Background: an optimization exercise with open tools, aiming at small area, a short achievable clock period and few clock cycles. Do not read the settings as production practice. The RTL was checked by simulation tests, not by an equivalence proof against the original design. No activity file was given, so power comes from the tool's default toggle rates.

== v6 ==
Design kiss_frame_receiver_core, start of the top module:
module kiss_frame_receiver_core #(
   parameter  int BUF_DEPTH = kfr_pkg::BUF_DEPTH_DEFAULT,
   localparam int AW        = $clog2(BUF_DEPTH)
) (
   input  logic                        clock,
   input  logic                        reset,
   input  logic                        req_valid,
   output logic                        req_ready,
   input  logic [kfr_pkg::CMD_W-1:0]   req_command,
   input  logic [kfr_pkg::BYTE_W-1:0]  req_rx_byte,
   input  logic [kfr_pkg::INDEX_W-1:0] req_read_index,
   output logic                        rsp_valid,
   input  logic                        rsp_ready,
   output logic                        rsp_frame_ready,
   output logic [kfr_pkg::LEN_W-1:0]   rsp_frame_length,
   output logic [kfr_pkg::BYTE_W-1:0]  rsp_read_data,
   output logic [kfr_pkg::EV_W-1:0]    rsp_event_res
);
Size: roughly 9000 flip-flops, ~45 I/O pins, roughly 210000 um^2 of cells after synthesis.
clock: 8.5 ns
lec_check: 0
cap_margin: 20
core_margin: 2
core_utilization: 65
cts_cluster_diameter: 60
cts_cluster_size: 24
setup_slack_margin: 5.0
slew_margin: 20
run.sh (not shown) runs the stock make flow with config.mk's settings and CLKGATE_MAP_FILE= SYNTH_SCRIPT=/design/flow/synth_recipe.tcl, a recipe that flattens the netlist after the stock synthesis.
v6 closes out successfully: all stages finished, all timing, DRC and antenna checks passed.
Testbench counts of v6, summed over its fixed seeds: cycles 36,233.
diff inputs: v6 => v7
- clearing SETUP_SLACK_MARGIN, which used to be 5.0
==> flow/flow/run.sh (new file) <==
#!/bin/bash
set -euo pipefail
bash standard.sh SETUP_SLACK_MARGIN=5.3 finish > flow_make.log 2>&1
==> flow/standard.sh (new file) <==
#!/bin/bash
# synth_recipe.tcl (not shown) runs the flow's synth.tcl, then flattens the netlist and writes it again
# the make line also repeats each setting of config.mk as NAME=value (left out here)
make -C /OpenROAD-flow-scripts/flow DESIGN_CONFIG=/design/flow/config.mk WORK_HOME=/design/flow/orfs CLKGATE_MAP_FILE= SYNTH_SCRIPT=/design/flow/synth_recipe.tcl "${@:-finish}"
removed: flow/run.sh
--- outcome ---
v7: no failed stages, no open violations at the end. For synthesized area divided by synthesized cell count, v6 and v7 come out practically identical. Changes observed in v7 relative to v6: power consumption went up by 0.00046 W, net switching power figure went up by about 0.9%. In the metrics for v7 and v6, the one carrying the lower minimum clock period is v7. When v7 is measured against v6, its number of global-route vias before repair turns out 537 higher. Relative to v6, the final area of v7 is higher by about 1.1%. Post-CTS resize count: v7 vs v6 up about 320%. Re worst-case setup margin in the final layout: v7 and v6 aren't equal, and the lower value belongs to v6.

---

kiss_frame_receiver_core, a different RTL version from the one above (not shown whole).
For scale: ~13000 cells after synthesis, roughly 9000 flip-flops, ~45 I/O pins, ~210000 µm² of cells after synthesis.
clock: 8.5 ns
lec_check: 0
cap_margin: 20
core_margin: 2
core_utilization: 65
cts_cluster_diameter: 60
cts_cluster_size: 24
place_density: 0.75
slew_margin: 20
standard.sh (not shown) runs the stock make flow with config.mk's settings and CLKGATE_MAP_FILE= SYNTH_SCRIPT=/design/flow/synth_recipe.tcl, a recipe that flattens the netlist after the stock synthesis.
==> flow/flow/run.sh <==
#!/bin/bash
set -euo pipefail
bash standard.sh SETUP_SLACK_MARGIN=5.5 finish > flow_make.log 2>&1
Testbench counts at the start, summed over its fixed seeds: cycles 36,233.
Change:
Settings changed: PLACE_DENSITY 0.75 to default.
Final area hardly moves.
Count of clock-buffer cells in the layout goes up by 8.
Cell count hardly moves.
Non-clock buffer count fell by 37.
Die area stays the same.
Change:
Settings changed: CORE_UTILIZATION 65 to 58.
=> Clock power rises by about 5%. Design area is higher by 1.2%. Die area rises by about 12%. Fmax is about the same. Wire length increases by 2.7%. Clock-buffer cell count went up by 50. Setup slack barely changes. Non-clock buffer count increases by 86. Critical path depth does not change. Sequential share of layout area decreases by 0.94 points.
Change:
==> flow/flow/run.sh (replaced) <==
#!/bin/bash
set -euo pipefail
bash standard.sh SETUP_SLACK_MARGIN=5.8 finish > flow_make.log 2>&1
Settings changed: CORE_UTILIZATION 58 to 65.
What happened: Wire length grows by about 2.7%. Clock skew shrinks by 55 ps. Final area is about the same. Power shrinks by about 1.3%. Die area shrinks by about 11%. Final cell count shrinks by about 2.7%.

[port drivers added, routing unchanged]
No port has a modelled driver above. Below, the same layouts with a new extraction and two added sets of constraints. Step 1: set_driving_cell puts a clkbuf_16 on clock and a buf_2 on each other input, an assumption about the parent block. Step 2 also shifts input and output timing later by t, the mid clock arrival at the registers, as if the neighbouring blocks saw the same clock. Slacks: no drivers / after step 1 / after step 2; pairs: no drivers / after step 1.
run	t (ns)	setup slack, ns	latest minus earliest clock arrival (ns)
v6	1.062	5.009 / 5.009 / 4.189	0.091 / 0.091
v7	1.050	5.240 / 5.240 / 4.287	0.115 / 0.115
the first run of note 2	1.072	5.308 / 5.199 / 4.515	0.107 / 0.107
the second run of note 2	1.071	5.320 / 5.214 / 4.533	0.076 / 0.075
the third run of note 2	1.058	5.321 / 5.217 / 4.539	0.113 / 0.114
the fourth run of note 2	1.088	5.337 / 5.230 / 4.673	0.068 / 0.068
After both steps every run listed still meets setup and hold. For v7, which loses most, drivers alone change the setup slack by 0.000 ns; drivers and shift together by -0.953 ns.
